What follows belongs to an exercise in optimizing a design on an open flow for a short achievable clock period and few clock cycles; a production flow would make more cautious choices.
Function was checked by simulation only, so behaviour that the tests miss may differ from the original.
Power and IR drop assume default switching activity.

<file path="run.sh">
#!/bin/bash
# synth_recipe.tcl (not shown) runs the flow's synth.tcl, then flattens the netlist and writes it again
# the make line also repeats each setting of config.mk as NAME=value (left out here)
make -C /OpenROAD-flow-scripts/flow DESIGN_CONFIG=/design/flow/config.mk WORK_HOME=/design/flow/orfs CLKGATE_MAP_FILE= SYNTH_SCRIPT=/design/flow/synth_recipe.tcl finish
</file>
<file path="config.mk">
export PLATFORM = sky130hd
export DESIGN_NAME = blocking_sa_cache
export DESIGN_NICKNAME = blocking_sa_cache
export VERILOG_FILES = /design/flow/design.v
export SDC_FILE = /design/flow/constraint.sdc
export NUM_CORES = 4
export LEC_CHECK = 0
export CAP_MARGIN = 20
export CORE_MARGIN = 2
export CORE_UTILIZATION = 40
export SLEW_MARGIN = 20
</file>
<file path="constraint.sdc">
create_clock -name core_clock -period 7.0 [get_ports {clk}]
set_input_delay 1.4000 -clock core_clock [delete_from_list [all_inputs] [get_ports {clk}]]
set_output_delay 1.4000 -clock core_clock [all_outputs]
set_load 0.01 [all_outputs]
</file>
<file path="design.v">
module blocking_sa_cache #(
  parameter int addr_width_p          = 32,
  parameter int data_width_p          = 32,
  parameter int block_size_in_words_p = 4,
  parameter int sets_p                = 4,
  parameter int ways_p                = 2
) (
  input  logic                                   clk,
  input  logic                                   reset,
  input  logic [2+addr_width_p+data_width_p-1:0] cache_pkt_i,
  input  logic                                   v_i,
  output logic                                   ready_o,
  output logic [data_width_p-1:0]                data_o,
  output logic                                   v_o,
  input  logic                                   yumi_i,
  output logic [addr_width_p:0]                  dma_pkt_o,
  output logic                                   dma_pkt_v_o,
  input  logic                                   dma_pkt_yumi_i,
  input  logic [data_width_p-1:0]                dma_data_i,
  input  logic                                   dma_data_v_i,
  output logic                                   dma_data_ready_o,
  output logic [data_width_p-1:0]                dma_data_o,
  output logic                                   dma_data_v_o,
  input  logic                                   dma_data_yumi_i,
  output logic                                   v_we_o
);
  localparam int off_w   = $clog2(data_width_p / 8);
  localparam int blk_w   = $clog2(block_size_in_words_p);
  localparam int idx_w   = $clog2(sets_p);
  localparam int way_w   = $clog2(ways_p);
  localparam int tag_w   = addr_width_p - idx_w - blk_w - off_w;
  localparam int baddr_w = addr_width_p - blk_w - off_w;
  localparam int line_w  = idx_w + way_w;
  localparam int lines_p = sets_p * ways_p;
  localparam int pkt_w   = 2 + addr_width_p + data_width_p;
  localparam int qd_p    = 8;               
  localparam int qc_w    = $clog2(qd_p + 1);
  localparam int qi_w    = $clog2(qd_p);
  localparam int id_w    = 3;               
  localparam int ids_p   = 1 << id_w;
  localparam logic [1:0] OP_LW = 2'b00, OP_SW = 2'b01, OP_TAGST = 2'b10;
  typedef enum logic [2:0] {E_IDLE, E_WB_DATA, E_FILL_PKT, E_FILL_DATA} estate_e;
  logic [tag_w-1:0]              tag_mem  [sets_p][ways_p];
  logic [sets_p-1:0][ways_p-1:0] valid_bits;
  logic [sets_p-1:0][ways_p-1:0] dirty_bits;
  logic [sets_p-1:0]             victim_cnt;
  logic [lines_p-1:0]            line_pend;             
  logic [id_w-1:0]               line_pid [lines_p];    
  logic [id_w-1:0]               id_ctr;
  logic [ids_p-1:0]              fill_done;
  logic [data_width_p-1:0]       data_mem [lines_p * block_size_in_words_p];
  logic [qd_p-1:0]               q_v;
  logic [1:0]                    q_op   [qd_p];
  logic [line_w-1:0]             q_line [qd_p];
  logic [blk_w-1:0]              q_word [qd_p];
  logic [data_width_p-1:0]       q_data [qd_p];
  logic                          q_nf   [qd_p];    
  logic [id_w-1:0]               q_id   [qd_p];
  logic [qc_w-1:0]               q_cnt;
  logic                          ready_r;
  logic [1:0]                    p_v;
  logic                          p_wb   [2];
  logic [tag_w-1:0]              p_otag [2];
  logic [line_w-1:0]             p_line [2];
  logic [baddr_w-1:0]            p_addr [2];
  logic [id_w-1:0]               p_id   [2];
  logic [qi_w-1:0]               p_pos  [2];    
  estate_e                       e_state;
  logic [line_w-1:0]             a_line;
  logic [baddr_w-1:0]            a_addr;
  logic [id_w-1:0]               a_id;
  logic [blk_w-1:0]              a_cnt;
  logic [block_size_in_words_p-1:0] a_arrived;
  logic [1:0]               in_op;
  logic [addr_width_p-1:0]  in_addr;
  logic [data_width_p-1:0]  in_data;
  logic [idx_w-1:0]         in_idx;
  logic [tag_w-1:0]         in_tag;
  logic [blk_w-1:0]         in_word;
  logic                     in_way_tagst;
  logic                     m0, m1, hit, hit_way, vic_way, vic_wb;
  logic [line_w-1:0]        use_line;
  logic                     accept, pop, is_mem, is_miss;
  assign in_op   = cache_pkt_i[pkt_w-1 -: 2];
  assign in_addr = cache_pkt_i[data_width_p +: addr_width_p];
  assign in_data = cache_pkt_i[data_width_p-1:0];
  assign in_idx  = in_addr[off_w+blk_w +: idx_w];
  assign in_tag  = in_addr[addr_width_p-1 -: tag_w];
  assign in_word = in_addr[off_w +: blk_w];
  assign in_way_tagst = in_data[1];
  always_comb begin
    m0      = valid_bits[in_idx][0] && (tag_mem[in_idx][0] == in_tag);
    m1      = valid_bits[in_idx][1] && (tag_mem[in_idx][1] == in_tag);
    hit     = m0 || m1;
    hit_way = !m0;
    vic_way = !valid_bits[in_idx][0] ? 1'b0 :
              !valid_bits[in_idx][1] ? 1'b1 : victim_cnt[in_idx];
    vic_wb  = valid_bits[in_idx][vic_way] && dirty_bits[in_idx][vic_way];
  end
  assign is_mem   = (in_op == OP_LW) || (in_op == OP_SW);
  assign is_miss  = is_mem && !hit;
  assign use_line = {in_idx, hit ? hit_way : vic_way};
  assign ready_o = ready_r;
  assign accept  = v_i && ready_r && !reset;
  logic head_ok;
  always_comb begin
    head_ok = !q_nf[0] || fill_done[q_id[0]] ||
              ((e_state == E_FILL_DATA) && (a_id == q_id[0]) && a_arrived[q_word[0]]);
  end
  assign v_o    = q_v[0] && head_ok;
  assign pop    = v_o && yumi_i;
  assign v_we_o = pop && (q_op[0] == OP_SW);
  assign data_o = data_mem[{q_line[0], q_word[0]}];
  logic hazard, start_ok, start;
  always_comb begin
    hazard = 1'b0;
    for (int i = 0; i < qd_p; i++)
      if (qi_w'(i) < p_pos[0] && q_v[i] && !q_op[i][1] && q_line[i] == p_line[0])
        hazard = 1'b1;
  end
  assign start_ok = (e_state == E_IDLE) && p_v[0] && !hazard;
  assign start    = start_ok && dma_pkt_yumi_i;
  always_comb begin
    dma_pkt_v_o = 1'b0;
    dma_pkt_o   = {1'b0, a_addr, {(blk_w+off_w){1'b0}}};
    if (e_state == E_IDLE) begin
      dma_pkt_v_o = start_ok;
      dma_pkt_o   = p_wb[0] ? {1'b1, p_otag[0], p_line[0][line_w-1 -: idx_w], {(blk_w+off_w){1'b0}}}
                            : {1'b0, p_addr[0], {(blk_w+off_w){1'b0}}};
    end else if (e_state == E_FILL_PKT) begin
      dma_pkt_v_o = 1'b1;
    end
  end
  assign dma_data_v_o     = (e_state == E_WB_DATA);
  assign dma_data_o       = data_mem[{a_line, a_cnt}];
  assign dma_data_ready_o = (e_state == E_FILL_DATA);
  logic fill_wr, fill_last;
  assign fill_wr   = (e_state == E_FILL_DATA) && dma_data_v_i;
  assign fill_last = fill_wr && (a_cnt == blk_w'(block_size_in_words_p - 1));
  logic [qi_w-1:0] ins_pos;
  logic            new_nf;
  logic [id_w-1:0] new_id;
  logic [qc_w-1:0] q_cnt_n;
  logic [1:0]      p_cnt, p_cnt_n;
  assign ins_pos = qi_w'(q_cnt - qc_w'(pop));
  assign q_cnt_n = q_cnt + qc_w'(accept) - qc_w'(pop);
  assign p_cnt   = 2'(p_v[0]) + 2'(p_v[1]);
  assign p_cnt_n = p_cnt + 2'(accept && is_miss) - 2'(start);
  always_comb begin
    if (is_miss) begin
      new_nf = 1'b1;
      new_id = id_ctr;
    end else begin
      new_nf = is_mem && line_pend[use_line];
      new_id = line_pid[use_line];
    end
  end
  always_ff @(posedge clk) begin
    if (reset) begin
      valid_bits <= '0;
      dirty_bits <= '0;
      victim_cnt <= '0;
      line_pend  <= '0;
      id_ctr     <= '0;
      fill_done  <= '0;
      q_v        <= '0;
      q_cnt      <= '0;
      ready_r    <= 1'b1;
      p_v        <= '0;
      e_state    <= E_IDLE;
      a_cnt      <= '0;
      a_arrived  <= '0;
    end else begin
      ready_r <= (q_cnt_n < qc_w'(qd_p)) && (p_cnt_n < 2'd2);
      q_cnt   <= q_cnt_n;
      if (accept) begin
        if (in_op == OP_TAGST) begin
          valid_bits[in_idx][in_way_tagst] <= in_data[0];
          dirty_bits[in_idx][in_way_tagst] <= 1'b0;
        end else if (is_mem && hit) begin
          if (in_op == OP_SW) dirty_bits[in_idx][hit_way] <= 1'b1;
        end else if (is_miss) begin
          valid_bits[in_idx][vic_way] <= 1'b1;
          dirty_bits[in_idx][vic_way] <= (in_op == OP_SW);
          victim_cnt[in_idx]          <= ~victim_cnt[in_idx];
          line_pend[use_line]         <= 1'b1;
          fill_done[id_ctr]           <= 1'b0;
          id_ctr                      <= id_ctr + id_w'(1);
        end
      end
      for (int i = 0; i < qd_p; i++) begin
        if (pop) q_v[i] <= (i < qd_p - 1) ? q_v[i+1] : 1'b0;
        if (accept && qi_w'(i) == ins_pos) q_v[i] <= 1'b1;
      end
      if (start) begin
        p_v[0] <= p_v[1];
        p_v[1] <= 1'b0;
      end
      if (accept && is_miss) begin
        if (start ? !p_v[1] : !p_v[0]) p_v[0] <= 1'b1;
        else                           p_v[1] <= 1'b1;
      end
      case (e_state)
        E_IDLE: if (start) begin
          e_state <= p_wb[0] ? E_WB_DATA : E_FILL_DATA;
          a_cnt   <= '0;
          a_arrived <= '0;
        end
        E_WB_DATA: if (dma_data_yumi_i) begin
          a_cnt <= a_cnt + blk_w'(1);
          if (a_cnt == blk_w'(block_size_in_words_p - 1)) e_state <= E_FILL_PKT;
        end
        E_FILL_PKT: if (dma_pkt_yumi_i) begin
          e_state   <= E_FILL_DATA;
          a_cnt     <= '0;
          a_arrived <= '0;
        end
        E_FILL_DATA: if (dma_data_v_i) begin
          a_cnt <= a_cnt + blk_w'(1);
          a_arrived[a_cnt] <= 1'b1;
          if (fill_last) begin
            e_state        <= E_IDLE;
            fill_done[a_id] <= 1'b1;
            if (line_pid[a_line] == a_id && !(accept && is_miss && use_line == a_line))
              line_pend[a_line] <= 1'b0;
          end
        end
        default: e_state <= E_IDLE;
      endcase
    end
  end
  logic [qi_w-1:0] p_pos_dec [2];
  always_comb begin
    for (int k = 0; k < 2; k++) p_pos_dec[k] = p_pos[k] - qi_w'(pop);
  end
  always_ff @(posedge clk) begin
    if (accept) begin
      if (in_op == OP_TAGST) tag_mem[in_idx][in_way_tagst] <= in_tag;
      else if (is_miss) begin
        tag_mem[in_idx][vic_way] <= in_tag;
        line_pid[use_line]       <= id_ctr;
      end
    end
    for (int i = 0; i < qd_p; i++) begin
      if (pop && i < qd_p - 1) begin
        q_op[i]   <= q_op[i+1];
        q_line[i] <= q_line[i+1];
        q_word[i] <= q_word[i+1];
        q_data[i] <= q_data[i+1];
        q_nf[i]   <= q_nf[i+1];
        q_id[i]   <= q_id[i+1];
      end
      if (accept && qi_w'(i) == ins_pos) begin
        q_op[i]   <= in_op;
        q_line[i] <= use_line;
        q_word[i] <= in_word;
        q_data[i] <= in_data;
        q_nf[i]   <= new_nf;
        q_id[i]   <= new_id;
      end
    end
    p_pos[0] <= p_pos_dec[0];
    p_pos[1] <= p_pos_dec[1];
    if (start) begin
      p_wb[0]   <= p_wb[1];
      p_otag[0] <= p_otag[1];
      p_line[0] <= p_line[1];
      p_addr[0] <= p_addr[1];
      p_id[0]   <= p_id[1];
      p_pos[0]  <= p_pos_dec[1];
    end
    if (accept && is_miss) begin
      if (start ? !p_v[1] : !p_v[0]) begin
        p_wb[0]   <= vic_wb;
        p_otag[0] <= tag_mem[in_idx][vic_way];
        p_line[0] <= use_line;
        p_addr[0] <= in_addr[addr_width_p-1 -: baddr_w];
        p_id[0]   <= id_ctr;
        p_pos[0]  <= ins_pos;
      end else begin
        p_wb[1]   <= vic_wb;
        p_otag[1] <= tag_mem[in_idx][vic_way];
        p_line[1] <= use_line;
        p_addr[1] <= in_addr[addr_width_p-1 -: baddr_w];
        p_id[1]   <= id_ctr;
        p_pos[1]  <= ins_pos;
      end
    end
    if (start) begin
      a_line <= p_line[0];
      a_addr <= p_addr[0];
      a_id   <= p_id[0];
    end
    if (fill_wr) data_mem[{a_line, a_cnt}] <= dma_data_i;
    if (v_o && q_op[0] == OP_SW) data_mem[{q_line[0], q_word[0]}] <= q_data[0];
  end
endmodule
</file>
==> flow_metrics.tcl <==
set metrics [dict create \
    via_per_inst 6.238 \
    cts.htree.levels 4 \
    dieArea_sq_um 243500 \
    synth-edff-count 1693 \
    wl_per_cell_um 32.58 \
    clockBufferDepth 3 \
    grt_pass1_vias 58840 \
    worstPathMaxFanout 18 \
    rsz0062_at_grt "false" \
    cts_setup_buffers 0 \
    grt_pass1_wl_mm 434.8 \
    syn-instance-count 6105 \
    grt_max_degree 91 \
    ys_warn_count 14 \
    cts-resized-gates 0 \
    overflow 0 \
    synth.cell_area_sq_um 95810 \
    cp.required_ps 5600 \
    final_antenna_net_count 0 \
    clk_latency_ps 920 \
    drtIter0Drc 7097 \
    fin_nets 6225 \
    yosysMostFrequentCell "edfxtp_1" \
    final.period_utilization_pct 85.16 \
    slew_violations 0 \
    wl_mm 306.5 \
    cp_slowest_cell "and3_2" \
    synth_cell_types 71 \
    yosys-top-cells-count "edfxtp_1, mux2_2, mux4_2, nand2_1, clkbuf_1" \
    outcome "complete, no violations" \
    ys_seq_area_share_pct 55.93 \
    vias 58670 \
    synth_area_leader_cell "edfxtp_1" \
    clk_pin_slew_ps 60 \
    ios 208 \
    hold_class "flip-flop to flip-flop" \
    cts.sinks 1830 \
    drc 0 \
    holdBufCountCts 0 \
    max_cap_violations 0 \
    syn_avg_cell_area_sq_um 15.69 \
    skew_ps 76.16 \
    reg2regPathDepth 17 \
    place_hpwl_mm 174.9 \
    num_rows 179 \
    numCtsBuffers 203 \
    area_growth_pct 13.06 \
    die_h_um 493.4 \
    gp_congestion 0.8288 \
    finalCriticalPeriod_ps 5961 \
    initial_utilization_pct 40.24 \
    setup_viol 0 \
    hold_viol 0 \
    criticalPathCategory "flip-flop to primary output" \
    p_per_area_nw_per_um2 278.4 \
    tightestPinTransition_ps 1233 \
    ys_ff_latch 1830 \
    cp.arrival_ps 4560 \
    cts-root-buf "clkbuf_16" \
    port_buffers 201 \
    drtPass1Iterations 6 \
    synth_area_leaders "edfxtp_1, mux4_2, mux2_2, dfxtp_1, nand2_1" \
    track_usage_pct 24.78 \
    leakage_nw 34.94 \
    tns_ps 0 \
    p_total_mw 30.16 \
    antenna_found_initial 22 \
    post_route_cells_drive_above_1_share_pct 40.95 \
    synthFlopType "edfxtp_1" \
    vdd_drop_max_v 0.0002422 \
    die_w_um 493.4 \
    slowest_delay_ps 890 \
    min_path_cells 0 \
    coreArea_sq_um 238100 \
    async_flop_share_pct 0 \
    cts_tree "yes" \
    crit_chain "inv_1 -> and3_2 -> buf_4 -> a22oi_1 -> nand4_1 -> clkdlybuf4s50_1" \
    fmax_ghz 0.1677 \
    worst_setup_path_start_kind "flip-flop" \
    end_kind "primary output" \
    synth_top_area_share_pct 53.06 \
    max-slew-margin-rel_pct 17.54 \
]
==> layer usage <==
| layer | part of all wire, % | GRT usage [%] | vias up |
|---|---|---|---|
| met3 | 8.8 | 4.825 | 625 |
| met4 | 3.8 | 9.093 | 14 |
| met1 | 41 | 34.28 | 30880 |
| met2 | 47 | 38.85 | 2981 |
| met5 | 0.032 | 0 | - |
| li1 | - | - | 24180 |
==> worst paths after layout <==
check,end,startpoint,slack (ps)
min reg2reg,a_id[1]$_DFFE_PP_,p_id[0][1]$_DFF_P_,430
min,a_id[1]$_DFFE_PP_,p_id[0][1]$_DFF_P_,430
max,dma_data_o[10],a_line[1]$_DFFE_PP_,1040
max reg2reg,q_data[3][23]$_DFFE_PP_,q_word[0][0]$_DFFE_PN_,1550
==> cell type report <==
cell class | instances | area (sq um)
antenna | 9 | 22.52
clock buffer | 282 | 5664
clock inverter | 94 | 1023
fill | 20610 | 129800
inverter | 60 | 227.7
multi-input combinational | 3588 | 40210
sequential | 1830 | 53610
tap | 3167 | 3963
timing repair buffer | 376 | 3598
==> power breakdown <==
| group | total, mW | internal [mW] | switching (mW) |
|---|---|---|---|
| Combinational | 6.23 | 3.06 | 3.17 |
| Clock | 10.7 | 6.09 | 4.66 |
| Sequential | 13.2 | 12.4 | 0.739 |
| Total | 30.2 | 21.6 | 8.57 |
==> placed cells by master (no fill, tap or decap), types with 105 or more instances in the layout <==
| cell | instances |
|---|---|
| nand2_1 | 511 |
| buf_4 | 147 |
| mux4_2 | 680 |
| mux2_2 | 1283 |
| edfxtp_1 | 1693 |
| a22oi_1 | 105 |
| dfxtp_1 | 129 |
| clkdlybuf4s50_1 | 186 |
| mux2i_1 | 146 |
| clkbuf_16 | 209 |
==> stage by stage <==
stage / hold WS, ps / area [sq um] / instances / worst slack (ps) / util, %
4_1_cts: 429.6 / 108200 / 9389 / 1003 / 45.46
2_1_floorplan: 406.4 / 95820 / 6108 / 368.8 / -
6_report: 431.4 / 108300 / 9406 / 1039 / 45.50
3_5_place_dp: 415.1 / 101600 / 9013 / 640.0 / 42.66
3_3_place_gp: 418.6 / 101400 / 9009 / 724.6 / 42.60
5_1_grt: 444.4 / 108300 / 9401 / 1019 / 45.49
==> flip-flops by register name, indices dropped and copies added (netlist names), 24 cells and up, named ones only <==
| signal | count |
|---|---|
| a_addr | 28 |
| q_line | 24 |
| data_mem | 1024 |
| line_pid | 24 |
| q_id | 24 |
| tag_mem | 208 |
| p_otag | 52 |
| p_addr | 56 |
| q_data | 256 |
==> worst max-delay path: cells and delay by family (launching register included) <==
kind / cells / cell delay (ps)
buffers and inverters: 3 / 1580
AO/OA/AOI/OAI: 1 / 210
AND/OR/NAND/NOR: 2 / 1210
flip-flops: 1 / 650
==> logic make-up after synthesis <==
| kind of cell | after synthesis | synth area share, % |
|---|---|---|
| buffers and inverters | 690 | 2.759 |
| DFF | 1830 | 55.93 |
| AOI/OAI and AO/OA | 464 | 3.179 |
| other | 1 | 0.003914 |
| adders and majority gates | 61 | 0.8045 |
| muxes | 2109 | 32.59 |
| and+or+nand+nor | 860 | 3.915 |
| xor gates and xnor gates | 90 | 0.8227 |
Testbench counts, summed over its fixed seeds: cycles 16,324.

==> port drivers added, routing unchanged <==
No port has a modelled driver above. Below, the same layout with a new extraction and two added sets of constraints.
Step 1: set_driving_cell puts a clkbuf_16 on clk and a buf_2 on each other input, an assumption about the parent block.
Step 2 also shifts input and output timing later by t, the mid clock arrival at the registers, as if the neighbouring blocks saw the same clock.
Three values: no drivers, after step 1, after step 2; two values: the first two.
shift t [ns]: 0.961
slack for setup (ns): 1.039 / 0.950 / 0.554
worst hold slack (ns): 0.431 / 0.431 / 0.431
worst setup path at the end: input to register
slew at the worst register clock pin (ns): 0.07 / 0.07
After both steps this run still meets setup and hold. The setup slack of this run moves by -0.089 ns with the drivers and by -0.485 ns with both steps.
